From an optimization exercise on the open Yosys and OpenROAD flow, aimed at small area, a short achievable clock period and few clock cycles; shortcuts taken in it are not production practice.
Function was checked by simulation only, so behaviour that the tests miss may differ from the original.
Power is estimated from default activity; no workload was simulated.

## flow/config.mk

```make
export PLATFORM = sky130hd
export DESIGN_NAME = signed_gadget_decompose
export DESIGN_NICKNAME = signed_gadget_decompose
export VERILOG_FILES = /design/flow/design.v
export SDC_FILE = /design/flow/constraint.sdc
export NUM_CORES = 4
export LEC_CHECK = 0
export ABC_CLOCK_PERIOD_IN_PS = 3500
export CAP_MARGIN = 20
export CORE_MARGIN = 2
export CORE_UTILIZATION = 50
export PLACE_DENSITY = 0.65
export SETUP_SLACK_MARGIN = 3.5
export SLEW_MARGIN = 20
export TNS_END_PERCENT = 20
```

## flow/constraint.sdc

```tcl
create_clock -name core_clock -period 7.0 [get_ports {clk}]
set_input_delay 1.4000 -clock core_clock [delete_from_list [all_inputs] [get_ports {clk}]]
set_output_delay 1.4000 -clock core_clock [all_outputs]
set_load 0.01 [all_outputs]
```

## flow/design.v

```verilog
package sgd_pkg;
	localparam int COEF_W     = 32;
	localparam int DIGIT_W    = 16;
	localparam int LIDX_W     = 3;
	localparam int BITS_W     = 5;
	localparam int LEVELS_W   = 4;
	localparam int CFG_IDX_W  = 4;
	localparam int CFG_DATA_W = 8;
	localparam logic [CFG_IDX_W-1:0] REG_DIGIT_BITS = 4'd0;
	localparam logic [CFG_IDX_W-1:0] REG_LEVELS     = 4'd1;
endpackage
module signed_gadget_decompose (
	input  logic        clk,
	input  logic        arst_n,
	input  logic        cfg_valid,
	output logic        cfg_ready,
	input  logic [3:0]  cfg_index,
	input  logic [7:0]  cfg_data,
	input  logic        coef_valid,
	output logic        coef_ready,
	input  logic [31:0] coef_coefficient,
	output logic        result_valid,
	input  logic        result_ready,
	output logic signed [15:0] result_digit,
	output logic [2:0]  result_level_index,
	output logic        result_last
);
	logic [3:0]  bm1_q;     
	logic [2:0]  nm1_q;     
	logic        nz_q;      
	logic [31:0] x_q;       
	logic        valid_q;
	logic [2:0]  idx_q;
	logic        zero_q;    
	logic [31:0] kofs;
	logic        last;
	logic        take;
	logic        adv;
	logic        zero_next;
	logic        sgn;
	logic [47:0] wide;
	assign cfg_ready = 1'b1;
	always_ff @(posedge clk or negedge arst_n) begin
		if (!arst_n) begin
			bm1_q <= 4'd9;
			nm1_q <= 3'd1;
			nz_q  <= 1'b0;
		end else if (cfg_valid) begin
			if (cfg_index == sgd_pkg::REG_DIGIT_BITS) begin
				if (cfg_data[4:0] == 5'd0)
					bm1_q <= 4'd0;
				else if (cfg_data[4:0] > 5'd16)
					bm1_q <= 4'd15;
				else
					bm1_q <= 4'(cfg_data[4:0] - 5'd1);
			end else if (cfg_index == sgd_pkg::REG_LEVELS) begin
				nz_q  <= (cfg_data[3:0] == 4'd0);
				nm1_q <= (cfg_data[3:0] > 4'd8) ? 3'd7 : 3'(cfg_data[3:0] - 4'd1);
			end
		end
	end
	always_comb begin
		kofs = '0;
		for (int bv = 1; bv <= 16; bv++) begin
			for (int i = 0; i <= 8; i++) begin
				if (31 - bv * i >= 0) begin
					if (bm1_q == 4'(bv - 1) && (i == 0 || 3'(i - 1) <= nm1_q))
						kofs[31 - bv * i] = 1'b1;
				end
			end
		end
	end
	always_comb begin
		zero_next = 1'b0;
		for (int bv = 5; bv <= 16; bv++) begin
			if (bm1_q == 4'(bv - 1) && idx_q >= 3'(31 / bv))
				zero_next = 1'b1;
		end
	end
	assign last       = (idx_q == nm1_q);
	assign adv        = valid_q && result_ready;
	assign coef_ready = !valid_q || (result_ready && last);
	assign take       = coef_valid && coef_ready;
	assign sgn  = ~x_q[31];
	assign wide = {{16{sgn}}, sgn, x_q[30:0], 1'b0} << bm1_q;
	always_ff @(posedge clk or negedge arst_n) begin
		if (!arst_n) begin
			valid_q <= 1'b0;
			idx_q   <= 3'd0;
		end else if (take) begin
			valid_q <= !nz_q;
			idx_q   <= 3'd0;
		end else if (adv) begin
			if (last)
				valid_q <= 1'b0;
			idx_q <= idx_q + 3'd1;
		end
	end
	always_ff @(posedge clk) begin
		if (take) begin
			x_q    <= coef_coefficient + kofs;
			zero_q <= 1'b0;
		end else if (adv) begin
			x_q    <= wide[31:0];
			zero_q <= zero_next;
		end
	end
	assign result_digit       = zero_q ? 16'sd0 : $signed(wide[47:32]);
	assign result_valid       = valid_q;
	assign result_level_index = idx_q;
	assign result_last        = last;
endmodule
```

## flow/flow/run.sh

```bash
#!/bin/bash
set -euo pipefail
cd "$(dirname "$0")/.."
export BUFFER_PORTS_ARGS="-buffer_cell sky130_fd_sc_hd__buf_1"
bash standard.sh > standard_make.log 2>&1
```

## flow/standard.sh

```bash
#!/bin/bash
# synth_recipe.tcl (not shown) runs the flow's synth.tcl, then flattens the netlist and writes it again
# the make line also repeats each setting of config.mk as NAME=value (left out here)
make -C /OpenROAD-flow-scripts/flow DESIGN_CONFIG=/design/flow/config.mk WORK_HOME=/design/flow/orfs CLKGATE_MAP_FILE= SYNTH_SCRIPT=/design/flow/synth_recipe.tcl "${@:-finish}"
```

==> key figures, run 1 <==
Logic synthesis
  • Largest cells by area after synthesis: edfxtp_1, ha_1, mux2i_1, nand2_1, nor2_1
  • Main synth FF type: edfxtp_1
  • Syn Nets: 846
  • Seq cells post-synth: 45
  • Syn avg cell area: 7.517 sq um
  • Post-synthesis cell count: 765
  • Cell taking the most area after synthesis: edfxtp_1
  • Seq/Total Area, Yosys: 0.2235
  • Ys async rst share: 0.2667
  • YS warnings: 1
  • Top cells by count, synth: nand2_1, nor2_1, a21oi_1
  • Netlist cell types: 78
  • Post-synth top area share: 0.1671
  • Mapped cell area: 5751 sq um
  • Most frequent cell after synthesis: nand2_1
  • EDFF count, synth: 32

Finish
  • Area growth, synth to finish: 24.22%
  • Antenna Cells: 0
  • Fill count: 980
  • Core Util, Final: 0.6310
  • Nets: 912
  • Fraction of layout cells with a size suffix above 1: 0.2043

Die
  • Row count: 39
  • CORE AREA: 11320 sq um
  • Starting Density: 0.5080
  • Die H: 111.2 um
  • Die ar.: 12370 sq um
  • Ports: 72
  • Chip Width: 111.2 um

Route
  • Met2 wire len: 9780 um
  • DRT Wirelength: 20880 um
  • DR pass1 iterations: 5
  • Initial drt markers: 832
  • Routed wire length per instance: 21.42 um
  • Total number of vias: 6433
  • Routed Antenna Nets: 0
  • Max layer used: met4
  • Metal-1 WL: 8367 um
  • Post-DR vias/cell: 6.598
  • DRC viols: 0
  • Met3 wire len: 1991 um

Clocking
  • Max Root-Sink Buffers: 2
  • Clock slew at reported path FFs: 0.07 ns
  • Clock Tree Root: clkbuf_16
  • Cts hold-fix bufs: 0
  • Later-pin clock latency in the skew report: 0.30 ns
  • Number of buffers created by CTS: 5
  • CTS Sinks: 45
  • Htree depth: 2
  • TritonCTS clock tree: yes

STA
  • Fmax: 0.2846 GHz
  • Slew margin rel.: 0.3729
  • Max Slew Vio Count: 0
  • # setup viols final: 0
  • Setup Total Neg Slack: 0 ns
  • Final hold slack: 0.4868 ns
  • Period utilisation layout: 0.5019
  • Skew final: 0.008132 ns
  • Final hold violations: 0
  • RSZ-0062 raised after global routing: true
  • Worst Max-Slew Pin Slew: 0.9321 ns
  • Fin crit period: 3.513 ns

Setup path
  • CP top delay family: flip-flops
  • Crit path kind: reg -> out
  • Critical path fanouts, max: 8
  • CP dominant cell by count: nor2_1
  • Arrival time of the worst setup path: 2.11 ns
  • Worst path cell trace: buf_12 > mux2_1 > nor2_1 > nor2_1 > a211oi_2 > nor3_2 > clkbuf_2
  • Crit-path max cell delay: 0.56 ns
  • Worst Setup Start Kind: flip-flop
  • Worst path slowest cell: dfrtp_4
  • CP Data Required Time: 5.60 ns
  • CP endpoint kind: output pin
  • Crit path buf inv count: 2

GRT
  • Initial antenna violation count: 0
  • Vias in the first global route: 5888
  • Total gr overflow: 0
  • First-pass GRT wire length: 30420 um
  • All-layer global routing usage: 0.3069
  • Pin count of the biggest net entering global routing: 41

Status
  • Outcome: finished clean

Power
  • Maximum vdd drop: 0.2720 mV
  • Clock network power share: 0.090
  • Sequential cell fraction of total power: 0.214
  • Pint: 1.378 mW
  • Switch Pwr: 1.381 mW
  • Leak: 2.788 nW
  • Switching share of total power: 0.5005
  • Gate power share: 0.696
  • Tot Pwr: 2.759 mW
  • Pwr per Cell Area: 386.3 nW/um^2

Place
  • Hpwl dp: 13380 um
  • Port Buf Inserts: 67
  • Global placement routability congestion: 0.9465

Run
  • Max_cap viols: 0

Min path
  • Hold WC Path Type: reg -> reg
[cell families (layout without fill, tap and decap cells)]
group           count (synthesis)  count (layout)  synth area share
mux                            57              57            0.1090
compound gates                249             249            0.2813
other cells                     1               1         0.0006521
xor+xnor                       31              31           0.04721
simple gates                  271             271            0.2104
buf+inv                        78             145           0.05657
flops                          45              45            0.2235
fa+ha+maj                      33              33           0.07137
[sequential cells by signal, indices dropped and copies added (netlist names)]
register and cells:
bm1_q 4, idx_q 3, nm1_q 3, nz_q 1
valid_q 1, x_q 32, zero_q 1
[metal layers]
layer / track usage / vias to the layer above
met5: 0 / -
met1: 0.4039 / 3013
li1: - / 2964
met4: 0.1012 / 0
met2: 0.5187 / 383
met3: 0.04429 / 73
[power groups by stage]
stage          clock [mW]  sequential, mW  combinational [mW]
2_1_floorplan           0           0.512                1.18
3_3_place_gp            0           0.593                1.47
3_5_place_dp            0           0.598                1.49
4_1_cts             0.248           0.579                1.66
5_1_grt             0.256           0.601                2.06
6_report            0.248           0.590                1.92
[tightest hold or removal path: cells and delay by family (launching register included)]
family             cells  cell delay, ns
DFF                    1            0.34
AOI/OAI and AO/OA      1            0.06
and+or+nand+nor        1            0.05
[path summary, 6_finish.rpt]
kind | to | from | slack [ns] | depth (start not counted)
setup / recovery | result_digit[3] | bm1_q[1] | 3.49 | 7
hold / removal | nz_q | nz_q | 0.49 | 2
setup reg to reg | x_q[16] | nm1_q[2] | 3.53 | 12
hold reg to reg | nz_q | nz_q | 0.49 | 2
max in group asynchronous | nm1_q[1] | arst_n | 5.41 | 1
min in group asynchronous | idx_q[2] | arst_n | 1.10 | 1
[timing repair]
action,4_1_cts,5_1_grt
pin swaps,11,39
gates cloned,4,2
setup buffers,14,24
gates resized for setup,44,82
setup endpoints to repair,40,25
[cell type report]
| type | count | area, sq um | area share |
|---|---|---|---|
| flip-flops and latches | 45 | 1301 | 0.1822 |
| repair buffers | 119 | 889.6 | 0.1245 |
| clock inverters | 3 | 20.02 | 0.002803 |
| multi-input cells | 642 | 4537 | 0.6351 |
| clock buffers | 5 | 125.1 | 0.01752 |
| well taps | 143 | 178.9 | 0.02505 |
| inverters | 18 | 91.34 | 0.01279 |
[through the flow]
stage | worst slack (ns) | std cells | cell area, sq um
6_report | 3.487 | 975 | 7143
4_1_cts | 3.463 | 949 | 6554
3_5_place_dp | 2.633 | 923 | 5984
2_1_floorplan | 3.522 | 765 | 5753
5_1_grt | 3.393 | 975 | 7143
3_3_place_gp | 2.733 | 923 | 5984
[placed cells by master, fill, tap and decap left out, types with 15 or more instances in the layout]
cell type	synthesis	routed
a21oi_1	63	57
buf_1	6	63
buf_4	1	31
edfxtp_1	32	32
ha_1	32	26
inv_1	15	15
mux2i_1	39	34
nand2_1	95	86
nor2_1	86	78
nor3_1	23	20
o21ai_0	23	22
o21ai_1	40	33
xnor2_1	17	17
Testbench counts, summed over its fixed seeds: cycles 12,728.
==> run 2: changes to the inputs <==
--- a/flow/config.mk
+++ b/flow/config.mk
@@ -11,5 +11,5 @@
 export CORE_UTILIZATION = 50
 export PLACE_DENSITY = 0.65
-export SETUP_SLACK_MARGIN = 3.5
+export SETUP_SLACK_MARGIN = 3.3
 export SLEW_MARGIN = 20
-export TNS_END_PERCENT = 20
+export TNS_END_PERCENT = 5
==> key figures, run 2 <==
Finish
  • Nets: 884 (was 912)
  • Largest register FFs: 32 (unchanged)
  • Fill count: 1087 (was 980)
  • Fraction of layout cells with a size suffix above 1: 0.1132 (was 0.2043)
  • Core Util, Final: 0.5781 (was 0.6310)
  • Finished Layout Cells: 947 (was 975)
  • Highest-count cells in the layout ignoring fill and taps: nand2_1, nor2_1, buf_1 (unchanged)
  • Area growth, synth to finish: 13.82% (was 24.22%)
  • Antenna Cells: 0 (unchanged)
  • Most common cell after layout, fill and taps aside: nand2_1 (unchanged)
  • Largest register by flop count: x_q (unchanged)
  • Biggest regs: x_q (32), bm1_q (4) (unchanged)

Logic synthesis
  • Synth Area in Adders: 0.07137 (unchanged)
  • Seq cells post-synth: 45 (unchanged)
  • Post-Synth Simple-Gate Area: 0.2104 (unchanged)
  • Post-synthesis cell count: 765 (unchanged)
  • Fraction of synthesized area in multiplexers: 0.1090 (unchanged)
  • Combinational family with the most area after synthesis: compound AO/OA/AOI/OAI gates (unchanged)
  • EDFF count, synth: 32 (unchanged)
  • Cell taking the most area after synthesis: edfxtp_1 (unchanged)
  • Largest cells by area after synthesis: edfxtp_1, ha_1, mux2i_1, nand2_1, nor2_1 (unchanged)
  • Most frequent cell after synthesis: nand2_1 (unchanged)
  • Synth Area in Compound Gates: 0.2813 (unchanged)
  • Seq/Total Area, Yosys: 0.2235 (unchanged)
  • Syn avg cell area: 7.517 sq um (unchanged)
  • Xor/xnor cell area share of the yosys netlist: 0.04721 (unchanged)
  • Mapped cell area: 5751 sq um (unchanged)
  • Syn Nets: 846 (unchanged)
  • Main synth FF type: edfxtp_1 (unchanged)
  • YS warnings: 1 (unchanged)
  • Ys async rst share: 0.2667 (unchanged)
  • Netlist cell types: 78 (unchanged)
  • Top cells by count, synth: nand2_1, nor2_1, a21oi_1 (unchanged)
  • Post-synth top area share: 0.1671 (unchanged)

Setup path
  • Worst path slowest cell: dfstp_4 (was dfrtp_4)
  • CP endpoint kind: flip-flop (was output pin)
  • Worst Setup Start Kind: flip-flop (unchanged)
  • Crit path kind: reg -> reg (was reg -> out)
  • Critical path fanouts, max: 8 (unchanged)
  • Crit-path max cell delay: 0.71 ns (was 0.56 ns)
  • CP Data Required Time: 7.03 ns (was 5.60 ns)
  • Worst path cell trace: buf_6 > nor2_4 > nand2_1 > o21ai_0 > a22oi_1 > o32ai_2 > ha_1 > nand3_2 > a221o_1 > o211ai_4 > a31oi_2 > o31ai_2 > xnor2_1 > o21ai_1 (was buf_12 > mux2_1 > nor2_1 > nor2_1 > a211oi_2 > nor3_2 > clkbuf_2)
  • CP top delay family: compound AO/OA/AOI/OAI gates (was flip-flops)
  • Crit path buf inv count: 1 (was 2)
  • Arrival time of the worst setup path: 3.71 ns (was 2.11 ns)

Route
  • Post-DR vias/cell: 6.556 (was 6.598)
  • DRC viols: 0 (unchanged)
  • Initial drt markers: 525 (was 832)
  • Routed wire length per instance: 20.37 um (was 21.42 um)
  • Total number of vias: 6209 (was 6433)
  • Routed Antenna Nets: 0 (unchanged)
  • DRT Wirelength: 19290 um (was 20880 um)
  • DR pass1 iterations: 5 (unchanged)

Die
  • Die ar.: 12370 sq um (unchanged)
  • Chip Width: 111.2 um (unchanged)
  • Row count: 39 (unchanged)
  • Die H: 111.2 um (unchanged)
  • Ports: 72 (unchanged)
  • CORE AREA: 11320 sq um (unchanged)
  • Starting Density: 0.5080 (unchanged)

STA
  • Period utilisation layout: 0.5257 (was 0.5019)
  • RSZ-0062 raised after global routing: true (unchanged)
  • Slew margin rel.: 0.2392 (was 0.3729)
  • Skew final: 0.01163 ns (was 0.008132 ns)
  • Max Slew Vio Count: 0 (unchanged)
  • Setup Total Neg Slack: 0 ns (unchanged)
  • Final hold violations: 0 (unchanged)
  • Fmax: 0.2718 GHz (was 0.2846 GHz)
  • # setup viols final: 0 (unchanged)
  • Worst Max-Slew Pin Slew: 1.141 ns (was 0.9321 ns)
  • Fin crit period: 3.680 ns (was 3.513 ns)

Clocking
  • CTS Sinks: 45 (unchanged)
  • TritonCTS clock tree: yes (unchanged)
  • Clock Tree Root: clkbuf_16 (unchanged)
  • Htree depth: 2 (unchanged)
  • Max Root-Sink Buffers: 2 (unchanged)
  • Number of buffers created by CTS: 5 (unchanged)
  • Clock slew at reported path FFs: 0.06 ns (was 0.07 ns)
  • Cts hold-fix bufs: 0 (unchanged)
  • Later-pin clock latency in the skew report: 0.30 ns (about the same)

Status
  • Outcome: finished clean (unchanged)

GRT
  • Initial antenna violation count: 0 (unchanged)
  • Total gr overflow: 0 (unchanged)
  • Vias in the first global route: 5624 (was 5888)
  • First-pass GRT wire length: 29580 um (was 30420 um)
  • All-layer global routing usage: 0.2970 (was 0.3069)
  • Pin count of the biggest net entering global routing: 60 (was 41)

Power
  • Pwr per Cell Area: 383.1 nW/um^2 (was 386.3 nW/um^2)
  • Maximum vdd drop: 0.2635 mV (was 0.2720 mV)
  • Tot Pwr: 2.508 mW (was 2.759 mW)
  • Leak: 2.543 nW (was 2.788 nW)

Min path
  • Hold WC Path Type: reg -> reg (unchanged)

Place
  • Global placement routability congestion: 0.9085 (was 0.9465)
  • Port Buf Inserts: 67 (unchanged)
  • Hpwl dp: 13370 um (was 13380 um)
  • Placed insts: 922 (was 923)

Run
  • Max_cap viols: 0 (unchanged)
## run 2: path summary, 6_finish.rpt
check | start | to | slack, ns | cells past startpoint
worst min-delay path | nz_q | nz_q | 0.49 | 2
worst max register to register | bm1_q[0] | x_q[22] | 3.32 | 14
max in group asynchronous | arst_n | bm1_q[1] | 5.42 | 1
worst max-delay path | bm1_q[0] | x_q[22] | 3.32 | 14
worst min register to register | nz_q | nz_q | 0.49 | 2
min in group asynchronous | arst_n | idx_q[2] | 1.11 | 1
## run 2: layout make-up
type,count,area (sq um),share of cell area
Timing Repair Buffer,91,534.3,0.08163
Sequential cell,45,1295,0.1979
Tap cell,143,178.9,0.02734
Inverter,18,85.08,0.01300
Clock buffer,7,142.6,0.02179
Clock inverter,1,6.256,0.0009558
Multi-Input combinational cell,642,4303,0.6574
## run 2: per-stage QoR
stage,setup WS [ns],hold slack [ns],cell area (sq um)
after detailed placement,2.643,0.4722,5977
after global routing,3.224,0.5216,6545
final,3.320,0.4862,6545
after global placement,2.716,0.4703,5977
after floorplan,3.454,0.4413,5751
after CTS,3.273,0.4857,6260
## run 2: metal layers
metal  part of all wire  global-route usage  routed length [um]  up-vias
li1                   -                   -                   -     2915
met1               0.42              0.4071                8075     2898
met2               0.47              0.4915                9098      347
met3              0.088             0.05030                1696       49
met4              0.022             0.06914                 416        0
met5                  0                   0                   0        -
## run 2: power breakdown
group / leakage [nW] / total [mW] / internal, mW / switching [mW]
Combinational: 2.00 / 1.67 / 0.644 / 1.03
Sequential: 0.467 / 0.590 / 0.454 / 0.136
Clock: 0.0744 / 0.247 / 0.143 / 0.105
## run 2: kinds of logic (layout without fill, tap and decap cells)
| family | after synthesis | after routing |
|---|---|---|
| simple gates | 271 | 271 |
| other cells | 1 | 1 |
| buf+inv | 78 | 117 |
| fa+ha+maj | 33 | 33 |
| flops | 45 | 45 |
| xor+xnor | 31 | 31 |
| mux | 57 | 57 |
| compound gates | 249 | 249 |
## run 2: worst reg2reg max path: stages, from the launching register on
cell and delay, ns:
dfstp_4 0.71, buf_6 0.18, nor2_4 0.08, nand2_1 0.07, o21ai_0 0.08, a22oi_1 0.23, o32ai_2 0.13, ha_1 0.36
nand3_2 0.10, a221o_1 0.41, o211ai_4 0.29, a31oi_2 0.17, o31ai_2 0.31, xnor2_1 0.21, o21ai_1 0.10
## run 2: what timing repair did
item	in CTS	in global routing
gates resized for setup	19	34
cloned	0	2
endpoints found under the setup margin	38	21
setup buffers	6	9
pin swaps	2	11
==> run 3: changes to the inputs <==
--- a/flow/config.mk
+++ b/flow/config.mk
@@ -9,7 +9,7 @@
 export CAP_MARGIN = 20
 export CORE_MARGIN = 2
-export CORE_UTILIZATION = 50
-export PLACE_DENSITY = 0.65
-export SETUP_SLACK_MARGIN = 3.3
+export CORE_UTILIZATION = 60
+export PLACE_DENSITY = 0.72
+export SETUP_SLACK_MARGIN = 3.7
 export SLEW_MARGIN = 20
-export TNS_END_PERCENT = 5
+export TNS_END_PERCENT = 20
==> key figures, run 3 <==
Status
  • Outcome: finished clean (unchanged)

STA
  • RSZ-0062 raised after global routing: true (unchanged)
  • Period utilisation layout: 0.5270 (was 0.5257)
  • Setup Total Neg Slack: 0 ns (unchanged)
  • Final hold violations: 0 (unchanged)
  • Slew margin rel.: 0.4940 (was 0.2392)
  • Fmax: 0.2711 GHz (was 0.2718 GHz)
  • # setup viols final: 0 (unchanged)
  • Skew final: 0.01747 ns (was 0.01163 ns)
  • Fin crit period: 3.689 ns (was 3.680 ns)
  • Max Slew Vio Count: 0 (unchanged)
  • Worst Max-Slew Pin Slew: 0.7590 ns (was 1.141 ns)

Finish
  • Area of the multi-input gates: 4746 sq um (was 4303 sq um)
  • Highest-count cells in the layout ignoring fill and taps: nand2_1, nor2_1, buf_4 (was nand2_1, nor2_1, buf_1)
  • Register area: 1305 sq um (was 1295 sq um)
  • Most common cell after layout, fill and taps aside: nand2_1 (unchanged)
  • Largest register FFs: 32 (unchanged)
  • Fraction of layout cells with a size suffix above 1: 0.2653 (was 0.1132)
  • Core Util, Final: 0.8229 (was 0.5781)
  • Antenna Cells: 0 (unchanged)
  • Fill count: 590 (was 1087)
  • Biggest regs: x_q (32), bm1_q (4) (unchanged)
  • Area growth, synth to finish: 32.85% (was 13.82%)
  • Nets: 947 (was 884)
  • Largest register by flop count: x_q (unchanged)

Setup path
  • Crit path kind: reg -> out (was reg -> reg)
  • Arrival time of the worst setup path: 2.29 ns (was 3.71 ns)
  • Critical path fanouts, max: 8 (unchanged)
  • CP Data Required Time: 5.60 ns (was 7.03 ns)
  • R2R cell count: 21 (was 14)
  • Worst Setup Start Kind: flip-flop (unchanged)
  • CP endpoint kind: output pin (was flip-flop)

Power
  • Pwr per Cell Area: 406.1 nW/um^2 (was 383.1 nW/um^2)
  • Leak: 3.026 nW (was 2.543 nW)
  • Maximum vdd drop: 0.2035 mV (was 0.2635 mV)

GRT
  • Met2 Usage GRT: 0.6994 (was 0.4915)
  • Pin count of the biggest net entering global routing: 41 (was 60)
  • All-layer global routing usage: 0.4340 (was 0.2970)
  • Vias in the first global route: 6588 (was 5624)
  • Initial antenna violation count: 0 (unchanged)
  • First-pass GRT wire length: 34820 um (was 29580 um)
  • Grt met3 use: 0.08687 (was 0.05030)
  • Most Crowded Layer GR: met2 (unchanged)
  • Met1 Usage GRT: 0.5525 (was 0.4071)
  • Total gr overflow: 0 (unchanged)

Route
  • DRC viols: 0 (unchanged)
  • Post-DR vias/cell: 7.094 (was 6.556)
  • DR pass1 iterations: 9 (was 5)
  • Total number of vias: 7066 (was 6209)
  • DRT Wirelength: 23100 um (was 19290 um)
  • Initial drt markers: 1147 (was 525)
  • Routed wire length per instance: 23.20 um (was 20.37 um)
  • Routed Antenna Nets: 0 (unchanged)

Die
  • Starting Density: 0.6194 (was 0.5080)
  • Row count: 35 (was 39)
  • CORE AREA: 9284 sq um (was 11320 sq um)
  • Ports: 72 (unchanged)
  • Die H: 101.9 um (was 111.2 um)
  • Die ar.: 10380 sq um (was 12370 sq um)
  • Chip Width: 101.9 um (was 111.2 um)

Logic synthesis
  • Top cells by count, synth: nand2_1, nor2_1, a21oi_1 (unchanged)
  • Seq cells post-synth: 45 (unchanged)
  • Post-synth top area share: 0.1671 (unchanged)
  • Netlist cell types: 78 (unchanged)
  • Syn Nets: 846 (unchanged)
  • Syn avg cell area: 7.517 sq um (unchanged)
  • Most frequent cell after synthesis: nand2_1 (unchanged)
  • EDFF count, synth: 32 (unchanged)
  • Main synth FF type: edfxtp_1 (unchanged)
  • Largest cells by area after synthesis: edfxtp_1, ha_1, mux2i_1, nand2_1, nor2_1 (unchanged)
  • Ys async rst share: 0.2667 (unchanged)
  • Cell taking the most area after synthesis: edfxtp_1 (unchanged)
  • Mapped cell area: 5751 sq um (unchanged)
  • YS warnings: 1 (unchanged)
  • Seq/Total Area, Yosys: 0.2235 (unchanged)
  • Post-synthesis cell count: 765 (unchanged)

Clocking
  • Clock slew at reported path FFs: 0.10 ns (was 0.06 ns)
  • CTS Sinks: 45 (unchanged)
  • Clock Tree Root: clkbuf_8 (was clkbuf_16)
  • Htree depth: 2 (unchanged)
  • TritonCTS clock tree: yes (unchanged)
  • Later-pin clock latency in the skew report: 0.32 ns (was 0.30 ns)
  • Number of buffers created by CTS: 5 (unchanged)
  • Max Root-Sink Buffers: 2 (unchanged)

Run
  • Max_cap viols: 0 (unchanged)

Place
  • Port Buf Inserts: 67 (unchanged)
  • Global placement routability congestion: 0.9480 (was 0.9085)
  • Hpwl dp: 13140 um (was 13370 um)

Min path
  • Worst Hold Depth: 2 (unchanged)
  • Hold WC Path Type: reg -> reg (unchanged)
run 3: cell counts after synthesis:
Identical to the previous run, type by type.
run 3: cells by family (layout without fill, tap and decap cells):
logic type	after synthesis	in the layout	synth area share
flip-flops	45	45	0.2235
other	1	1	0.0006521
AO/OA/AOI/OAI	249	249	0.2813
adder cells (fa/ha/maj)	33	33	0.07137
buffers and inverters	78	180	0.05657
XOR/XNOR	31	31	0.04721
multiplexers	57	57	0.1090
AND/OR/NAND/NOR	271	271	0.2104
run 3: through the flow:
stage / worst slack (ns) / cells / hold slack, ns / instance area, sq um / power (mW)
final: 3.311 / 996 / 0.5087 / 7640 / 3.102
after detailed placement: 2.459 / 908 / 0.4914 / 6053 / 2.096
after CTS: 3.533 / 985 / 0.5138 / 7392 / 2.770
after floorplan: 3.701 / 765 / 0.4413 / 5884 / 1.716
after global placement: 2.556 / 908 / 0.4712 / 6053 / 2.058
after global routing: 3.256 / 996 / 0.5686 / 7640 / 3.241
run 3: area by class of cell:
type	instances	share of cell area
multi-input combinational	642	0.6212
sequential	45	0.1708
timing repair buffer	153	0.1585
tap	129	0.02113
inverter	18	0.01261
clock buffer	6	0.01228
clock inverter	2	0.002293
timing repair inverter	1	0.001146
run 3: what timing repair did:
action,CTS,global route
hold buffers,0,0
cloned,10,0
pin swaps,50,16
setup endpoints to repair,43,36
gates resized for setup,123,40
setup buffers,59,10
run 3: worst max-delay path, cell delays in order, from the launching register on:
cell and delay, ns:
dfrtp_4 0.61, buf_16 0.20, mux2_4 0.24, o22ai_1 0.10, a221oi_2 0.31, nor2_1 0.13
nor3_1 0.21, buf_2 0.17
run 3: final timing paths:
path / start / endpoint / slack [ns]
min in group asynchronous: arst_n / nz_q / 1.07
max in group asynchronous: arst_n / nm1_q[1] / 5.47
worst min register to register: nz_q / nz_q / 0.51
worst max-delay path: bm1_q[1] / result_digit[3] / 3.31
worst max register to register: bm1_q[1] / x_q[29] / 3.40
worst min-delay path: nz_q / nz_q / 0.51
run 3: metal layers:
layer	wire length (um)	up-vias
li1	-	3039
met1	8371	3210
met2	10310	631
met3	2876	186
met4	1548	0
met5	0	-
run 3: report_power, final:
part	total, mW	switching [mW]	internal (mW)
clock network	0.204	0.109	0.0949
registers	0.613	0.156	0.457
logic	2.29	1.31	0.977
total	3.10	1.57	1.53
==> run 4: changes to the inputs <==
--- a/flow/design.v
+++ b/flow/design.v
@@ -40,4 +40,5 @@
 	logic        sgn;
 	logic [47:0] wide;
+	logic [31:0] sum;
 	assign cfg_ready = 1'b1;
 	always_ff @(posedge clk or negedge arst_n) begin
@@ -78,4 +79,22 @@
 		end
 	end
+	always_comb begin
+		logic [31:0] g, pp, gg, pg;
+		g  = coef_coefficient & kofs;
+		pp = coef_coefficient ^ kofs;
+		gg = g;
+		pg = pp;
+		for (int l = 0; l < 5; l++) begin
+			for (int j = 0; j < 32; j++) begin
+				if (((j >> l) & 1) == 1) begin
+					gg[j] = gg[j] | (pg[j] & gg[((j >> l) << l) - 1]);
+					pg[j] = pg[j] & pg[((j >> l) << l) - 1];
+				end
+			end
+		end
+		sum[0] = pp[0];
+		for (int j = 1; j < 32; j++)
+			sum[j] = pp[j] ^ gg[j - 1];
+	end
 	assign last       = (idx_q == nm1_q);
 	assign adv        = valid_q && result_ready;
@@ -99,5 +118,5 @@
 	always_ff @(posedge clk) begin
 		if (take) begin
-			x_q    <= coef_coefficient + kofs;
+			x_q    <= sum;
 			zero_q <= 1'b0;
 		end else if (adv) begin
--- a/flow/config.mk
+++ b/flow/config.mk
@@ -9,7 +9,7 @@
 export CAP_MARGIN = 20
 export CORE_MARGIN = 2
-export CORE_UTILIZATION = 60
-export PLACE_DENSITY = 0.72
-export SETUP_SLACK_MARGIN = 3.7
+export CORE_UTILIZATION = 50
+export PLACE_DENSITY = 0.65
+export SETUP_SLACK_MARGIN = 3.5
 export SLEW_MARGIN = 20
 export TNS_END_PERCENT = 20
==> key figures, run 4 <==
Power
  • Maximum vdd drop: 0.2142 mV (was 0.2035 mV)
  • Leak: 2.717 nW (was 3.026 nW)
  • Switch Pwr: 1.259 mW (was 1.573 mW)
  • Tot Pwr: 2.664 mW (was 3.102 mW)
  • Sequential cell fraction of total power: 0.227 (was 0.198)
  • Switching share of total power: 0.4727 (was 0.5071)
  • Pint: 1.405 mW (was 1.529 mW)
  • Pwr per Cell Area: 394.8 nW/um^2 (was 406.1 nW/um^2)
  • Clock network power share: 0.076 (was 0.066)
  • Gate power share: 0.697 (was 0.737)

STA
  • RSZ-0062 raised after global routing: true (unchanged)
  • Worst Max-Slew Pin Slew: 0.9529 ns (was 0.7590 ns)
  • Max Slew Vio Count: 0 (unchanged)
  • # setup viols final: 0 (unchanged)
  • Setup Total Neg Slack: 0 ns (unchanged)
  • Slew margin rel.: 0.3589 (was 0.4940)
  • Fin crit period: 3.665 ns (was 3.689 ns)
  • Period utilisation layout: 0.5235 (was 0.5270)
  • Fmax: 0.2729 GHz (was 0.2711 GHz)
  • Skew final: 0.002579 ns (was 0.01747 ns)
  • Final hold violations: 0 (unchanged)

Die
  • Row count: 37 (was 35)
  • Chip Width: 107.4 um (was 101.9 um)
  • CORE AREA: 10370 sq um (was 9284 sq um)
  • Die ar.: 11540 sq um (was 10380 sq um)
  • Ports: 72 (unchanged)
  • Starting Density: 0.5156 (was 0.6194)
  • Die H: 107.4 um (was 101.9 um)

Setup path
  • Critical path fanouts, max: 7 (was 8)
  • Worst Setup Start Kind: flip-flop (unchanged)
  • Arrival time of the worst setup path: 2.26 ns (was 2.29 ns)
  • CP endpoint kind: output pin (unchanged)
  • CP Data Required Time: 5.60 ns (about the same)
  • Crit path kind: reg -> out (unchanged)

Clocking
  • Clock slew at reported path FFs: 0.09 ns (was 0.10 ns)
  • Number of buffers created by CTS: 5 (unchanged)
  • Clock Tree Root: clkbuf_8 (unchanged)
  • Later-pin clock latency in the skew report: 0.31 ns (was 0.32 ns)
  • Cts hold-fix bufs: 0 (unchanged)
  • Htree depth: 2 (unchanged)
  • Max Root-Sink Buffers: 2 (unchanged)
  • TritonCTS clock tree: yes (unchanged)
  • CTS Sinks: 45 (unchanged)

Logic synthesis
  • Syn Nets: 729 (was 846)
  • Main synth FF type: edfxtp_1 (unchanged)
  • EDFF count, synth: 32 (unchanged)
  • Most frequent cell after synthesis: nand2_1 (unchanged)
  • Ys async rst share: 0.2667 (unchanged)
  • Syn avg cell area: 8.289 sq um (was 7.517 sq um)
  • Post-synth top area share: 0.1797 (was 0.1671)
  • Post-synthesis cell count: 645 (was 765)
  • YS warnings: 1 (unchanged)
  • Seq/Total Area, Yosys: 0.2403 (was 0.2235)
  • Largest cells by area after synthesis: edfxtp_1, ha_1, mux4_2, mux2i_1, nand2_1 (was edfxtp_1, ha_1, mux2i_1, nand2_1, nor2_1)
  • Seq cells post-synth: 45 (unchanged)
  • Netlist cell types: 69 (was 78)
  • Cell taking the most area after synthesis: edfxtp_1 (unchanged)
  • Mapped cell area: 5346 sq um (was 5751 sq um)
  • Top cells by count, synth: nand2_1, nor2_1, a21oi_1 (unchanged)

Finish
  • Antenna Cells: 0 (unchanged)
  • Most common cell after layout, fill and taps aside: nand2_1 (unchanged)
  • Finished Layout Cells: 875 (was 996)
  • Largest register by flop count: x_q (unchanged)
  • Area growth, synth to finish: 26.21% (was 32.85%)
  • Fill count: 875 (was 590)
  • Biggest regs: x_q (32), bm1_q (4) (unchanged)
  • Largest register FFs: 32 (unchanged)
  • Nets: 822 (was 947)
  • Highest-count cells in the layout ignoring fill and taps: nand2_1, buf_1, nor2_1 (was nand2_1, nor2_1, buf_4)
  • Fraction of layout cells with a size suffix above 1: 0.2219 (was 0.2653)

GRT
  • Pin count of the biggest net entering global routing: 35 (was 41)
  • Initial antenna violation count: 0 (unchanged)
  • All-layer global routing usage: 0.2902 (was 0.4340)
  • Total gr overflow: 0 (unchanged)
  • First-pass GRT wire length: 26310 um (was 34820 um)
  • Vias in the first global route: 5089 (was 6588)

Route
  • DR pass1 iterations: 6 (was 9)
  • DRT Wirelength: 17150 um (was 23100 um)
  • DRC viols: 0 (unchanged)
  • Total number of vias: 5636 (was 7066)
  • Routed wire length per instance: 19.60 um (was 23.20 um)
  • Routed Antenna Nets: 0 (unchanged)
  • Initial drt markers: 824 (was 1147)
  • Post-DR vias/cell: 6.441 (was 7.094)

Min path
  • Hold WC Path Type: reg -> reg (unchanged)

Status
  • Outcome: finished clean (unchanged)

Place
  • Port Buf Inserts: 67 (unchanged)
  • Placed insts: 808 (was 908)
  • Global placement routability congestion: 0.9147 (was 0.9480)
  • Hpwl dp: 11140 um (was 13140 um)

Run
  • Max_cap viols: 0 (unchanged)
==> run 4: cell types whose count changed in the layout (fill, tap and decap cells not counted), sizes merged, moves of 6 or more <==
cell / previous run / this run
a21oi: 64 / 51
buf: 144 / 128
mux2: 15 / 9
mux2i: 39 / 32
mux4: 3 / 18
nand2: 95 / 77
nor2: 86 / 62
o211ai: 15 / 6
o21ai: 64 / 52
o22ai: 13 / 6
==> run 4: path summary, 6_finish.rpt <==
path                                from         endpoint  slack (ns)  cells after the start
worst max-delay path            bm1_q[0]  result_digit[1]        3.34                      6
worst min-delay path                nz_q             nz_q        0.55                      2
worst max register to register  bm1_q[0]          x_q[17]        3.40                     17
worst min register to register      nz_q             nz_q        0.55                      2
max in group asynchronous         arst_n         nm1_q[2]        5.42                      1
min in group asynchronous         arst_n             nz_q        1.09                      1
==> run 4: kinds of logic (layout without fill, tap and decap cells) <==
logic type	after synthesis	in the layout	synth area share
and+or+nand+nor	215	215	0.1807
AOI/OAI and AO/OA	189	189	0.2345
buffers and inverters	69	163	0.05149
muxes	59	59	0.1547
DFF	45	45	0.2403
adders and majority gates	37	37	0.08846
xor gates and xnor gates	30	30	0.04915
other	1	1	0.0007014
==> run 4: per-layer routing <==
layer	up-vias	track usage	part of all wire
met3	53	0.03329	0.091
met2	326	0.5027	0.50
met4	0	0.09524	0.029
met1	2666	0.3778	0.38
li1	2591	-	-
met5	-	0	0
==> run 4: worst max-delay path: stages, from the launching register on <==
cell      delay [ns]
dfstp_4         0.70
buf_6           0.14
mux4_2          0.52
mux2_4          0.29
nor2_2          0.08
a211oi_1        0.05
buf_2           0.17
==> run 4: power by group through the flow <==
| stage | clock network (mW) | registers, mW | logic (mW) |
|---|---|---|---|
| finish | 0.203 | 0.604 | 1.86 |
| global route | 0.213 | 0.619 | 2.01 |
| CTS | 0.201 | 0.605 | 1.72 |
| detailed placement | 0 | 0.637 | 1.44 |
| global placement | 0 | 0.629 | 1.42 |
| floorplan | 0 | 0.533 | 1.17 |
==> run 4: area by class of cell <==
class / instances / area [sq um] / area share
multi-input combinational: 531 / 4066 / 0.6026
sequential: 45 / 1301 / 0.1928
timing repair buffer: 134 / 996.0 / 0.1476
tap: 136 / 170.2 / 0.02522
clock buffer: 8 / 115.1 / 0.01706
inverter: 21 / 98.84 / 0.01465
==> run 4: timing repair <==
action | CTS | global route
pin swaps | 19 | 18
gates resized for setup | 72 | 29
setup buffers | 35 | 19
endpoints found under the setup margin | 43 | 29
cloned | 5 | 0
==> run 4: metrics by stage <==
| step | cell area (sq um) | util | hold slack, ns | setup slack (ns) |
|---|---|---|---|---|
| after floorplan | 5379 | - | 0.4413 | 3.480 |
| after detailed placement | 5633 | 0.5432 | 0.5187 | 2.360 |
| final | 6748 | 0.6507 | 0.5452 | 3.335 |
| after global routing | 6748 | 0.6507 | 0.5751 | 3.261 |
| after global placement | 5633 | 0.5432 | 0.5047 | 2.409 |
| after CTS | 6474 | 0.6243 | 0.5458 | 3.365 |
Testbench counts of run 4, summed over its fixed seeds: cycles 12,728.
==> run 5: changes to the inputs <==
--- a/flow/config.mk
+++ b/flow/config.mk
@@ -11,5 +11,5 @@
 export CORE_UTILIZATION = 50
 export PLACE_DENSITY = 0.65
-export SETUP_SLACK_MARGIN = 3.5
+export SETUP_SLACK_MARGIN = 3.3
 export SLEW_MARGIN = 20
-export TNS_END_PERCENT = 20
+export TNS_END_PERCENT = 5
==> key figures, run 5 <==
Route
  • Initial drt markers: 828 (was 824)
  • DRC viols: 0 (unchanged)
  • Post-DR vias/cell: 6.367 (was 6.441)
  • DR pass1 iterations: 7 (was 6)
  • DRT Wirelength: 16910 um (was 17150 um)
  • Routed wire length per instance: 19.77 um (was 19.60 um)
  • Routed Antenna Nets: 0 (unchanged)
  • Total number of vias: 5444 (was 5636)

Finish
  • Biggest regs: x_q (32), bm1_q (4) (unchanged)
  • Most common cell after layout, fill and taps aside: nand2_1 (unchanged)
  • Area growth, synth to finish: 21.90% (was 26.21%)
  • Register area: 1305 sq um (was 1301 sq um)
  • Largest register by flop count: x_q (unchanged)
  • Fin area: 6518 sq um (was 6748 sq um)
  • Fill count: 905 (was 875)
  • Largest register FFs: 32 (unchanged)
  • Fraction of layout cells with a size suffix above 1: 0.1822 (was 0.2219)
  • Nets: 802 (was 822)
  • Antenna Cells: 0 (unchanged)
  • Highest-count cells in the layout ignoring fill and taps: nand2_1, buf_1, nor2_1 (unchanged)
  • Area of the multi-input gates: 3986 sq um (was 4066 sq um)

Logic synthesis
  • Largest cells by area after synthesis: edfxtp_1, ha_1, mux4_2, mux2i_1, nand2_1 (unchanged)
  • EDFF count, synth: 32 (unchanged)
  • Netlist cell types: 69 (unchanged)
  • Synth Area in Adders: 0.08846 (unchanged)
  • Seq cells post-synth: 45 (unchanged)
  • Fraction of synthesized area in multiplexers: 0.1547 (unchanged)
  • Cell taking the most area after synthesis: edfxtp_1 (unchanged)
  • Post-Synth Simple-Gate Area: 0.1807 (unchanged)
  • Post-synth top area share: 0.1797 (unchanged)
  • Post-synthesis cell count: 645 (unchanged)
  • Seq/Total Area, Yosys: 0.2403 (unchanged)
  • Ys async rst share: 0.2667 (unchanged)
  • Syn avg cell area: 8.289 sq um (unchanged)
  • Syn Nets: 729 (unchanged)
  • Top cells by count, synth: nand2_1, nor2_1, a21oi_1 (unchanged)
  • Combinational family with the most area after synthesis: compound AO/OA/AOI/OAI gates (unchanged)
  • Main synth FF type: edfxtp_1 (unchanged)
  • Synth Area in Compound Gates: 0.2345 (unchanged)
  • Xor/xnor cell area share of the yosys netlist: 0.04915 (unchanged)
  • Most frequent cell after synthesis: nand2_1 (unchanged)
  • YS warnings: 1 (unchanged)
  • Mapped cell area: 5346 sq um (unchanged)

Power
  • Maximum vdd drop: 0.2349 mV (was 0.2142 mV)
  • Pwr per Cell Area: 396.8 nW/um^2 (was 394.8 nW/um^2)
  • Leak: 2.588 nW (was 2.717 nW)

Place
  • Port Buf Inserts: 67 (unchanged)
  • Global placement routability congestion: 0.9067 (was 0.9147)
  • Placed cell area: 5633 sq um (unchanged)
  • Hpwl dp: 11360 um (was 11140 um)

STA
  • Skew final: 0.006424 ns (was 0.002579 ns)
  • Worst Max-Slew Pin Slew: 0.8353 ns (was 0.9529 ns)
  • Fmax: 0.2668 GHz (was 0.2729 GHz)
  • Period utilisation layout: 0.5355 (was 0.5235)
  • RSZ-0062 raised after global routing: true (unchanged)
  • Fin crit period: 3.749 ns (was 3.665 ns)
  • Final hold violations: 0 (unchanged)
  • Setup Total Neg Slack: 0 ns (unchanged)
  • Slew margin rel.: 0.4380 (was 0.3589)
  • Max Slew Vio Count: 0 (unchanged)
  • # setup viols final: 0 (unchanged)
  • Final hold slack: 0.5274 ns (was 0.5452 ns)

Min path
  • Hold endpoint: nz_q (unchanged)
  • Min-delay src: nz_q (unchanged)
  • Worst Hold Depth: 2 (unchanged)
  • Hold WC Path Type: reg -> reg (unchanged)

Setup path
  • Crit path kind: reg -> out (unchanged)
  • R2r startpoint: bm1_q[0] (unchanged)
  • Critical path fanouts, max: 6 (was 7)
  • CP Data Required Time: 5.60 ns (about the same)
  • Worst Setup Start Kind: flip-flop (unchanged)
  • Arrival time of the worst setup path: 2.35 ns (was 2.26 ns)
  • Reg-to-reg endpoint: x_q[30] (was x_q[17])
  • R2R Setup Slk: 3.29 ns (was 3.40 ns)
  • R2R cell count: 17 (unchanged)
  • CP endpoint kind: output pin (unchanged)

Status
  • Outcome: finished clean (unchanged)

Clocking
  • CTS Sinks: 45 (unchanged)
  • Later-pin clock latency in the skew report: 0.31 ns (about the same)
  • Clock Tree Root: clkbuf_8 (unchanged)
  • Number of buffers created by CTS: 5 (unchanged)
  • Htree depth: 2 (unchanged)
  • Clock slew at reported path FFs: 0.09 ns (about the same)
  • TritonCTS clock tree: yes (unchanged)
  • Cts hold-fix bufs: 0 (unchanged)
  • Max Root-Sink Buffers: 2 (unchanged)

GRT
  • First-pass GRT wire length: 25040 um (was 26310 um)
  • Pin count of the biggest net entering global routing: 43 (was 35)
  • All-layer global routing usage: 0.2755 (was 0.2902)
  • Vias in the first global route: 4913 (was 5089)
  • Total gr overflow: 0 (unchanged)
  • Initial antenna violation count: 0 (unchanged)

Die
  • CORE AREA: 10370 sq um (unchanged)
  • Chip Width: 107.4 um (unchanged)
  • Die H: 107.4 um (unchanged)
  • Starting Density: 0.5156 (unchanged)
  • Die ar.: 11540 sq um (unchanged)
  • Row count: 37 (unchanged)
  • Ports: 72 (unchanged)

Run
  • Max_cap viols: 0 (unchanged)
run 5: final cells by class:
| cell class | instances | area share |
|---|---|---|
| Sequential cell | 45 | 0.2002 |
| Timing Repair Buffer | 114 | 0.1334 |
| Tap cell | 136 | 0.02611 |
| Inverter | 21 | 0.01478 |
| Multi-Input combinational cell | 531 | 0.6116 |
| Clock buffer | 7 | 0.01286 |
| Clock inverter | 1 | 0.0009599 |
run 5: routing by layer:
layer / vias up / GRT usage / wire length, um
met5: - / 0 / 0
met4: 0 / 0.1016 / 668
li1: 2554 / - / -
met2: 289 / 0.4620 / 8096
met3: 59 / 0.04237 / 1346
met1: 2542 / 0.3599 / 6794
run 5: cells by family after synthesis:
| group | Yosys count |
|---|---|
| buffers and inverters | 69 |
| muxes | 59 |
| adders and majority gates | 37 |
| and+or+nand+nor | 215 |
| other | 1 |
| DFF | 45 |
| AOI/OAI and AO/OA | 189 |
| xor gates and xnor gates | 30 |
run 5: timing repair:
| item | in CTS | in global routing |
|---|---|---|
| setup buffers | 12 | 19 |
| cloned | 3 | 5 |
| setup endpoints to repair | 38 | 22 |
| pin swaps | 3 | 18 |
| gates resized for setup | 47 | 34 |
run 5: worst max path at each step:
stage,from,to,cells past startpoint
floorplan,bm1_q[1],x_q[30],18
global placement,bm1_q[2],x_q[30],18
detailed placement,bm1_q[2],x_q[30],18
CTS,bm1_q[3],x_q[30],15
global route,bm1_q[0],x_q[30],17
finish,bm1_q[0],result_digit[2],7
run 5: power breakdown:
| part | internal, mW | switching, mW |
|---|---|---|
| combinational | 0.792 | 0.993 |
| sequential | 0.464 | 0.163 |
| clock | 0.0789 | 0.0948 |
| total | 1.34 | 1.25 |
run 5: worst max-delay path: stages (launching register included):
cell and delay, ns:
dfstp_4 0.72, buf_12 0.15, buf_4 0.15, mux2i_1 0.33, mux2i_2 0.14, and2_1 0.18, a211oi_1 0.20, buf_1 0.18
run 5: through the flow:
| step | worst slack, ns | cells | utilization | total power, mW |
|---|---|---|---|---|
| 6_report | 3.251 | 855 | 0.6285 | 2.586 |
| 5_1_grt | 3.163 | 855 | 0.6285 | 2.737 |
| 4_1_cts | 3.267 | 831 | 0.5883 | 2.397 |
| 3_5_place_dp | 2.313 | 808 | 0.5432 | 2.091 |
| 3_3_place_gp | 2.379 | 808 | 0.5432 | 2.055 |
| 2_1_floorplan | 3.278 | 645 | - | 1.698 |
==> run 6: changes to the inputs <==
--- a/flow/config.mk
+++ b/flow/config.mk
@@ -11,5 +11,5 @@
 export CORE_UTILIZATION = 50
 export PLACE_DENSITY = 0.65
-export SETUP_SLACK_MARGIN = 3.3
+export SETUP_SLACK_MARGIN = 3.8
 export SLEW_MARGIN = 20
-export TNS_END_PERCENT = 5
+export TNS_END_PERCENT = 0
==> key figures, run 6 <==
Finish
  • Area of the multi-input gates: 3966 sq um (was 3986 sq um)
  • Fraction of layout cells with a size suffix above 1: 0.1558 (was 0.1822)
  • Fill count: 955 (was 905)
  • Antenna Cells: 0 (unchanged)
  • Area growth, synth to finish: 18.91% (was 21.90%)
  • Finished Layout Cells: 842 (was 855)
  • Register area: 1296 sq um (was 1305 sq um)
  • Core Util, Final: 0.6131 (was 0.6285)
  • Largest register by flop count: x_q (unchanged)
  • Fin area: 6357 sq um (was 6518 sq um)
  • Nets: 789 (was 802)
  • Biggest regs: x_q (32), bm1_q (4) (unchanged)
  • Largest register FFs: 32 (unchanged)
  • Highest-count cells in the layout ignoring fill and taps: nand2_1, buf_1, nor2_1 (unchanged)
  • Most common cell after layout, fill and taps aside: nand2_1 (unchanged)

Setup path
  • CP dominant cell by count: buf_6
  • Worst Setup SP: bm1_q[0] (unchanged)
  • R2r startpoint: nm1_q[2] (was bm1_q[0])
  • Worst path slowest cell: dfstp_4 (unchanged)
  • R2R Setup Slk: 3.34 ns (was 3.29 ns)
  • Crit-path max cell delay: 0.71 ns (was 0.72 ns)
  • Crit path to: result_digit[0] (was result_digit[2])
  • Crit path kind: reg -> out (unchanged)
  • Arrival time of the worst setup path: 2.37 ns (was 2.35 ns)
  • Reg-to-reg endpoint: x_q[31] (was x_q[30])
  • Worst Setup Start Kind: flip-flop (unchanged)
  • CP endpoint kind: output pin (unchanged)
  • Critical path fanouts, max: 6 (unchanged)
  • CP Data Required Time: 5.60 ns (about the same)
  • R2R cell count: 13 (was 17)
  • Worst path cell trace: buf_6 > buf_6 > mux4_2 > mux2i_2 > and2_4 > a211oi_2 > buf_2 (was buf_12 > buf_4 > mux2i_1 > mux2i_2 > and2_1 > a211oi_1 > buf_1)

Run
  • Max_cap viols: 0 (unchanged)

Place
  • Global placement routability congestion: 0.9133 (was 0.9067)
  • Hpwl dp: 11600 um (was 11360 um)
  • Placed cell area: 5688 sq um (was 5633 sq um)
  • Placed insts: 808 (unchanged)
  • Worst slack, placed: 2.552 ns (was 2.313 ns)
  • Port Buf Inserts: 67 (unchanged)

Power
  • Leak: 2.515 nW (was 2.588 nW)
  • Sequential cell fraction of total power: 0.244 (was 0.243)
  • Maximum vdd drop: 0.1691 mV (was 0.2349 mV)
  • Pwr per Cell Area: 399.1 nW/um^2 (was 396.8 nW/um^2)
  • Switching share of total power: 0.4935 (was 0.4836)
  • Tot Pwr: 2.537 mW (was 2.586 mW)
  • Switch Pwr: 1.252 mW (was 1.250 mW)
  • Gate power share: 0.691 (was 0.690)
  • Clock network power share: 0.065 (was 0.067)
  • Pint: 1.285 mW (was 1.335 mW)

Route
  • DR pass1 iterations: 5 (was 7)
  • Total number of vias: 5398 (was 5444)
  • Post-DR vias/cell: 6.411 (was 6.367)
  • DRT Wirelength: 17040 um (was 16910 um)
  • Initial drt markers: 662 (was 828)
  • Routed wire length per instance: 20.23 um (was 19.77 um)
  • Routed Antenna Nets: 0 (unchanged)
  • DRC viols: 0 (unchanged)

Logic synthesis
  • Syn Nets: 729 (unchanged)
  • Largest cells by area after synthesis: edfxtp_1, ha_1, mux4_2, mux2i_1, nand2_1 (unchanged)
  • Most frequent cell after synthesis: nand2_1 (unchanged)
  • Mapped cell area: 5346 sq um (unchanged)
  • Netlist cell types: 69 (unchanged)
  • Fraction of synthesized area in multiplexers: 0.1547 (unchanged)
  • Post-synthesis cell count: 645 (unchanged)
  • Seq/Total Area, Yosys: 0.2403 (unchanged)
  • Top cells by count, synth: nand2_1, nor2_1, a21oi_1 (unchanged)
  • Xor/xnor cell area share of the yosys netlist: 0.04915 (unchanged)
  • Combinational family with the most area after synthesis: compound AO/OA/AOI/OAI gates (unchanged)
  • Ys async rst share: 0.2667 (unchanged)
  • Post-Synth Simple-Gate Area: 0.1807 (unchanged)
  • Syn avg cell area: 8.289 sq um (unchanged)
  • YS warnings: 1 (unchanged)
  • EDFF count, synth: 32 (unchanged)
  • Seq cells post-synth: 45 (unchanged)
  • Post-synth top area share: 0.1797 (unchanged)
  • Synth Area in Adders: 0.08846 (unchanged)
  • Main synth FF type: edfxtp_1 (unchanged)
  • Cell taking the most area after synthesis: edfxtp_1 (unchanged)
  • Synth Area in Compound Gates: 0.2345 (unchanged)

Clocking
  • Clock Tree Root: clkbuf_8 (unchanged)
  • TritonCTS clock tree: yes (unchanged)
  • CTS Sinks: 45 (unchanged)
  • Later-pin clock latency in the skew report: 0.31 ns (about the same)
  • Clock slew at reported path FFs: 0.09 ns (about the same)
  • Number of buffers created by CTS: 5 (unchanged)
  • Cts hold-fix bufs: 0 (unchanged)
  • Max Root-Sink Buffers: 2 (unchanged)
  • Htree depth: 2 (unchanged)

Die
  • Ports: 72 (unchanged)
  • Chip Width: 107.4 um (unchanged)
  • CORE AREA: 10370 sq um (unchanged)
  • Starting Density: 0.5156 (unchanged)
  • Row count: 37 (unchanged)
  • Die H: 107.4 um (unchanged)
  • Die ar.: 11540 sq um (unchanged)

STA
  • Final hold violations: 0 (unchanged)
  • # setup viols final: 0 (unchanged)
  • Setup slack after layout: 3.230 ns (was 3.251 ns)
  • Final hold slack: 0.5103 ns (was 0.5274 ns)
  • Fmax: 0.2653 GHz (was 0.2668 GHz)
  • Max Slew Vio Count: 0 (unchanged)
  • Setup Total Neg Slack: 0 ns (unchanged)
  • RSZ-0062 raised after global routing: true (unchanged)
  • Worst Max-Slew Pin Slew: 0.8625 ns (was 0.8353 ns)
  • Skew final: 0.01312 ns (was 0.006424 ns)
  • Slew margin rel.: 0.4197 (was 0.4380)
  • Period utilisation layout: 0.5385 (was 0.5355)
  • Fin crit period: 3.770 ns (was 3.749 ns)

GRT
  • Vias in the first global route: 5043 (was 4913)
  • First-pass GRT wire length: 26320 um (was 25040 um)
  • Initial antenna violation count: 0 (unchanged)
  • All-layer global routing usage: 0.2915 (was 0.2755)
  • Pin count of the biggest net entering global routing: 41 (was 43)
  • Total gr overflow: 0 (unchanged)

Status
  • Outcome: finished clean (unchanged)

Min path
  • Hold WC Path Type: reg -> reg (unchanged)
run 6: cell counts after synthesis:
Identical to the previous run, type by type.
run 6: timing repair:
action | CTS | global route
pin swaps | 1 | 8
setup buffers | 10 | 10
cloned | 2 | 4
gates resized for setup | 32 | 25
setup endpoints to repair | 46 | 41
run 6: per-layer routing:
layer / GRT usage / wire length, um
met4: 0.1090 / 702
met3: 0.03814 / 1436
met5: 0 / 0
met1: 0.3957 / 6908
met2: 0.4751 / 7987
run 6: cell type report:
cell class | count | area share
multi-input cells | 531 | 0.6239
clock buffers | 5 | 0.01082
well taps | 136 | 0.02677
repair buffers | 101 | 0.1175
flip-flops and latches | 45 | 0.2039
inverters | 21 | 0.01437
clock inverters | 3 | 0.002755
run 6: kinds of logic (layout without fill, tap and decap cells):
logic type / count (synthesis) / after routing
buf+inv: 69 / 130
other cells: 1 / 1
flops: 45 / 45
xor+xnor: 30 / 30
simple gates: 215 / 215
mux: 59 / 59
fa+ha+maj: 37 / 37
compound gates: 189 / 189
run 6: worst min-delay path by stage:
stage | cells past startpoint | slack (ns) | start | endpoint
after floorplan | 2 | 0.44 | nz_q | nz_q
final | 2 | 0.51 | nz_q | nz_q
after global routing | 2 | 0.54 | nz_q | nz_q
after global placement | 2 | 0.50 | nz_q | nz_q
after detailed placement | 2 | 0.49 | nz_q | nz_q
after CTS | 2 | 0.51 | nz_q | nz_q
run 6: power by group through the flow:
stage	logic (mW)	registers (mW)	clock network (mW)
floorplan	1.20	0.533	0
global placement	1.46	0.623	0
detailed placement	1.47	0.633	0
CTS	1.61	0.610	0.168
global route	1.89	0.636	0.177
finish	1.75	0.618	0.166
run 6: worst max-delay path: cells and delay by family (launching register included):
| kind | cells | cell delay, ns |
|---|---|---|
| flops | 1 | 0.71 |
| mux | 2 | 0.74 |
| simple gates | 1 | 0.18 |
| compound gates | 1 | 0.03 |
| buf+inv | 3 | 0.40 |
==> run 7: changes to the inputs <==
--- a/flow/config.mk
+++ b/flow/config.mk
@@ -10,6 +10,6 @@
 export CORE_MARGIN = 2
 export CORE_UTILIZATION = 50
-export PLACE_DENSITY = 0.65
-export SETUP_SLACK_MARGIN = 3.8
+export PLACE_DENSITY = 0.8
+export SETUP_SLACK_MARGIN = 3.5
 export SLEW_MARGIN = 20
 export TNS_END_PERCENT = 0
==> key figures, run 7 <==
Die
  • Die H: 107.4 um (unchanged)
  • Starting Density: 0.5156 (unchanged)
  • Ports: 72 (unchanged)
  • Row count: 37 (unchanged)
  • CORE AREA: 10370 sq um (unchanged)
  • Die ar.: 11540 sq um (unchanged)
  • Chip Width: 107.4 um (unchanged)

Min path
  • Min-delay src: nz_q (unchanged)
  • Hold WC Path Type: reg -> reg (unchanged)
  • Worst Hold Depth: 2 (unchanged)
  • Hold endpoint: nz_q (unchanged)

GRT
  • All-layer global routing usage: 0.2895 (was 0.2915)
  • Met1 Usage GRT: 0.3790 (was 0.3957)
  • Initial antenna violation count: 0 (unchanged)
  • Met2 Usage GRT: 0.4860 (was 0.4751)
  • Pin count of the biggest net entering global routing: 35 (was 41)
  • First-pass GRT wire length: 26510 um (was 26320 um)
  • Most Crowded Layer GR: met2 (unchanged)
  • Vias in the first global route: 5144 (was 5043)
  • Grt met3 use: 0.04782 (was 0.03814)
  • Total gr overflow: 0 (unchanged)

Finish
  • Register area: 1303 sq um (was 1296 sq um)
  • Fraction of layout cells with a size suffix above 1: 0.1847 (was 0.1558)
  • Core Util, Final: 0.6258 (was 0.6131)
  • Most common cell after layout, fill and taps aside: nand2_1 (unchanged)
  • Area of the multi-input gates: 3954 sq um (was 3966 sq um)
  • Largest register FFs: 32 (unchanged)
  • Biggest regs: x_q (32), bm1_q (4) (unchanged)
  • Highest-count cells in the layout ignoring fill and taps: nand2_1, buf_1, nor2_1 (unchanged)
  • Area growth, synth to finish: 21.39% (was 18.91%)
  • Nets: 803 (was 789)
  • Antenna Cells: 0 (unchanged)
  • Largest register by flop count: x_q (unchanged)
  • Fill count: 866 (was 955)

Route
  • Post-DR vias/cell: 6.574 (was 6.411)
  • Total number of vias: 5627 (was 5398)
  • Routed Antenna Nets: 0 (unchanged)
  • DRC viols: 0 (unchanged)
  • Initial drt markers: 830 (was 662)
  • DRT Wirelength: 17450 um (was 17040 um)
  • DR pass1 iterations: 7 (was 5)
  • Routed wire length per instance: 20.38 um (was 20.23 um)

Logic synthesis
  • Netlist cell types: 69 (unchanged)
  • YS warnings: 1 (unchanged)
  • Main synth FF type: edfxtp_1 (unchanged)
  • Synth Area in Adders: 0.08846 (unchanged)
  • Largest cells by area after synthesis: edfxtp_1, ha_1, mux4_2, mux2i_1, nand2_1 (unchanged)
  • Syn Nets: 729 (unchanged)
  • Cell taking the most area after synthesis: edfxtp_1 (unchanged)
  • Mapped cell area: 5346 sq um (unchanged)
  • Ys async rst share: 0.2667 (unchanged)
  • Post-synth top area share: 0.1797 (unchanged)
  • Xor/xnor cell area share of the yosys netlist: 0.04915 (unchanged)
  • Post-Synth Simple-Gate Area: 0.1807 (unchanged)
  • Top cells by count, synth: nand2_1, nor2_1, a21oi_1 (unchanged)
  • Syn avg cell area: 8.289 sq um (unchanged)
  • Fraction of synthesized area in multiplexers: 0.1547 (unchanged)
  • Seq/Total Area, Yosys: 0.2403 (unchanged)
  • Most frequent cell after synthesis: nand2_1 (unchanged)
  • Seq cells post-synth: 45 (unchanged)
  • Synth Area in Compound Gates: 0.2345 (unchanged)
  • Post-synthesis cell count: 645 (unchanged)
  • EDFF count, synth: 32 (unchanged)
  • Combinational family with the most area after synthesis: compound AO/OA/AOI/OAI gates (unchanged)

Clocking
  • TritonCTS clock tree: yes (unchanged)
  • CTS Sinks: 45 (unchanged)
  • Later-pin clock latency in the skew report: 0.31 ns (about the same)
  • Max Root-Sink Buffers: 2 (unchanged)
  • Clock slew at reported path FFs: 0.08 ns (was 0.09 ns)
  • Cts hold-fix bufs: 0 (unchanged)
  • Htree depth: 2 (unchanged)
  • Clock Tree Root: clkbuf_8 (unchanged)
  • Number of buffers created by CTS: 5 (unchanged)

Power
  • Sequential cell fraction of total power: 0.241 (was 0.244)
  • Pwr per Cell Area: 403.5 nW/um^2 (was 399.1 nW/um^2)
  • Switch Pwr: 1.272 mW (was 1.252 mW)
  • Tot Pwr: 2.619 mW (was 2.537 mW)
  • Maximum vdd drop: 0.2015 mV (was 0.1691 mV)
  • Gate power share: 0.694 (was 0.691)
  • Clock network power share: 0.065 (about the same)
  • Switching share of total power: 0.4856 (was 0.4935)
  • Leak: 2.608 nW (was 2.515 nW)
  • Pint: 1.347 mW (was 1.285 mW)

Setup path
  • CP top delay family: multiplexers (unchanged)
  • Arrival time of the worst setup path: 2.34 ns (was 2.37 ns)
  • Crit-path max cell delay: 0.75 ns (was 0.71 ns)
  • CP endpoint kind: output pin (unchanged)
  • R2R cell count: 13 (unchanged)
  • Critical path fanouts, max: 7 (was 6)
  • CP Data Required Time: 5.60 ns (about the same)
  • Worst path slowest cell: dfstp_4 (unchanged)
  • Worst path cell trace: buf_8 > mux4_2 > mux2_4 > nor2_2 > a211oi_1 > buf_2 (was buf_6 > buf_6 > mux4_2 > mux2i_2 > and2_4 > a211oi_2 > buf_2)
  • R2r startpoint: nm1_q[1] (was nm1_q[2])
  • Crit path kind: reg -> out (unchanged)
  • R2R Setup Slk: 3.27 ns (was 3.34 ns)
  • Worst Setup Start Kind: flip-flop (unchanged)
  • Reg-to-reg endpoint: x_q[31] (unchanged)
  • Crit path buf inv count: 2 (was 3)

Place
  • Port Buf Inserts: 67 (unchanged)
  • Hpwl dp: 11080 um (was 11600 um)
  • Global placement routability congestion: 0.9295 (was 0.9133)

STA
  • RSZ-0062 raised after global routing: true (unchanged)
  • Max Slew Vio Count: 0 (unchanged)
  • # setup viols final: 0 (unchanged)
  • Final hold slack: 0.5035 ns (was 0.5103 ns)
  • Final hold violations: 0 (unchanged)
  • Fin crit period: 3.744 ns (was 3.770 ns)
  • Fmax: 0.2671 GHz (was 0.2653 GHz)
  • Skew final: 0.01521 ns (was 0.01312 ns)
  • Setup Total Neg Slack: 0 ns (unchanged)
  • Period utilisation layout: 0.5349 (was 0.5385)
  • Slew margin rel.: 0.5721 (was 0.4197)
  • Worst Max-Slew Pin Slew: 0.6409 ns (was 0.8625 ns)

Run
  • Max_cap viols: 0 (unchanged)

Status
  • Outcome: finished clean (unchanged)
==> run 7: changes by cell type in the layout (fill, tap and decap cells not counted), moves of 4 or more <==
cell and delta:
buf_12 -4, buf_4 +17, nand2_1 -4, nand2_2 +5
==> run 7: power groups by stage <==
stage | Sequential [mW] | Clock [mW] | Combinational [mW]
2_1_floorplan | 0.533 | 0 | 1.17
6_report | 0.630 | 0.171 | 1.82
5_1_grt | 0.643 | 0.183 | 1.95
3_3_place_gp | 0.626 | 0 | 1.40
3_5_place_dp | 0.641 | 0 | 1.44
4_1_cts | 0.621 | 0.170 | 1.64
==> run 7: cells by family (layout without fill, tap and decap cells) <==
logic type,after synthesis,after routing
mux,59,59
other cells,1,1
fa+ha+maj,37,37
flops,45,45
simple gates,215,215
buf+inv,69,144
xor+xnor,30,30
compound gates,189,189
==> run 7: final cells by class <==
type / count / area share
Sequential cell: 45 / 0.2007
Inverter: 21 / 0.01677
Tap cell: 136 / 0.02622
Clock buffer: 8 / 0.01388
Timing Repair Buffer: 115 / 0.1332
Multi-Input combinational cell: 531 / 0.6092
==> run 7: worst max-delay path by stage <==
stage               depth (start not counted)               to  startpoint  slack [ns]
floorplan                                  18          x_q[30]    bm1_q[1]        3.48
global placement                           14          x_q[31]    bm1_q[3]        2.50
detailed placement                         14          x_q[31]    bm1_q[3]        2.52
CTS                                         6  result_digit[1]    bm1_q[0]        3.33
global route                               13          x_q[31]    nm1_q[1]        3.15
finish                                      6  result_digit[1]    bm1_q[0]        3.26
==> run 7: worst register-to-register path, cell delays in order, from the launching register on <==
cell and delay (ns):
dfrtp_2 0.49, or2_2 0.38, a21oi_1 0.24, a2bb2oi_1 0.21
o22a_1 0.18, o22ai_1 0.14, ha_1 0.36, nand4_1 0.18
o31ai_4 0.44, a31oi_4 0.17, buf_4 0.17, o311ai_2 0.24
xor2_1 0.20, o21ai_1 0.07
==> run 7: metrics by stage <==
step / instance area, sq um / cells / worst slack [ns]
4_1_cts: 6193 / 834 / 3.326
6_report: 6490 / 856 / 3.256
3_5_place_dp: 5633 / 808 / 2.522
3_3_place_gp: 5633 / 808 / 2.501
5_1_grt: 6490 / 856 / 3.154
2_1_floorplan: 5379 / 645 / 3.480
==> run 7: layer usage <==
| metal | routed length (um) | part of all wire | up-vias |
|---|---|---|---|
| li1 | - | - | 2559 |
| met1 | 6532 | 0.37 | 2609 |
| met2 | 8355 | 0.48 | 382 |
| met3 | 1747 | 0.10 | 77 |
| met4 | 813 | 0.047 | 0 |
| met5 | 0 | 0 | - |
==> run 7: timing repair <==
action | CTS | global route
cloned | 5 | 2
gates resized for setup | 58 | 24
buffers inserted | 13 | 20
endpoints found under the setup margin | 42 | 30
pin swaps | 7 | 14
endpoints found under the hold margin | 0 | 0

-- port drivers added, routing unchanged --
How much do the figures lean on ideal ports? The routed layouts below were timed once more, with nothing changed but the port constraints. Step 1, drivers: a clkbuf_16 drives clk and a buf_2 each remaining input, both assumed. Step 2 adds t to the input delays and takes it off the output delays; t is the mean of the earliest and latest rising clock arrival at the registers after step 1. Input paths then give back, and output paths get back, about the clock's delay inside the block. a / b / c = ideal / step 1 / step 2; a / b = the first two.
run	t, ns	slack for setup (ns)	cell pins on the clock port's net
run 1	0.332	3.487 / 3.450 / 3.281	1
run 2	0.328	3.320 / 3.308 / 3.261	1
run 3	0.346	3.311 / 3.276 / 3.317	1
run 4	0.342	3.335 / 3.304 / 3.266	1
run 5	0.334	3.251 / 3.222 / 3.275	1
run 6	0.337	3.230 / 3.196 / 3.262	1
run 7	0.336	3.256 / 3.224 / 3.162	1
After both steps setup and hold are still met in every run listed. The setup slack of run 1, which loses most, moves by -0.037 ns with the drivers and by -0.206 ns with both steps.
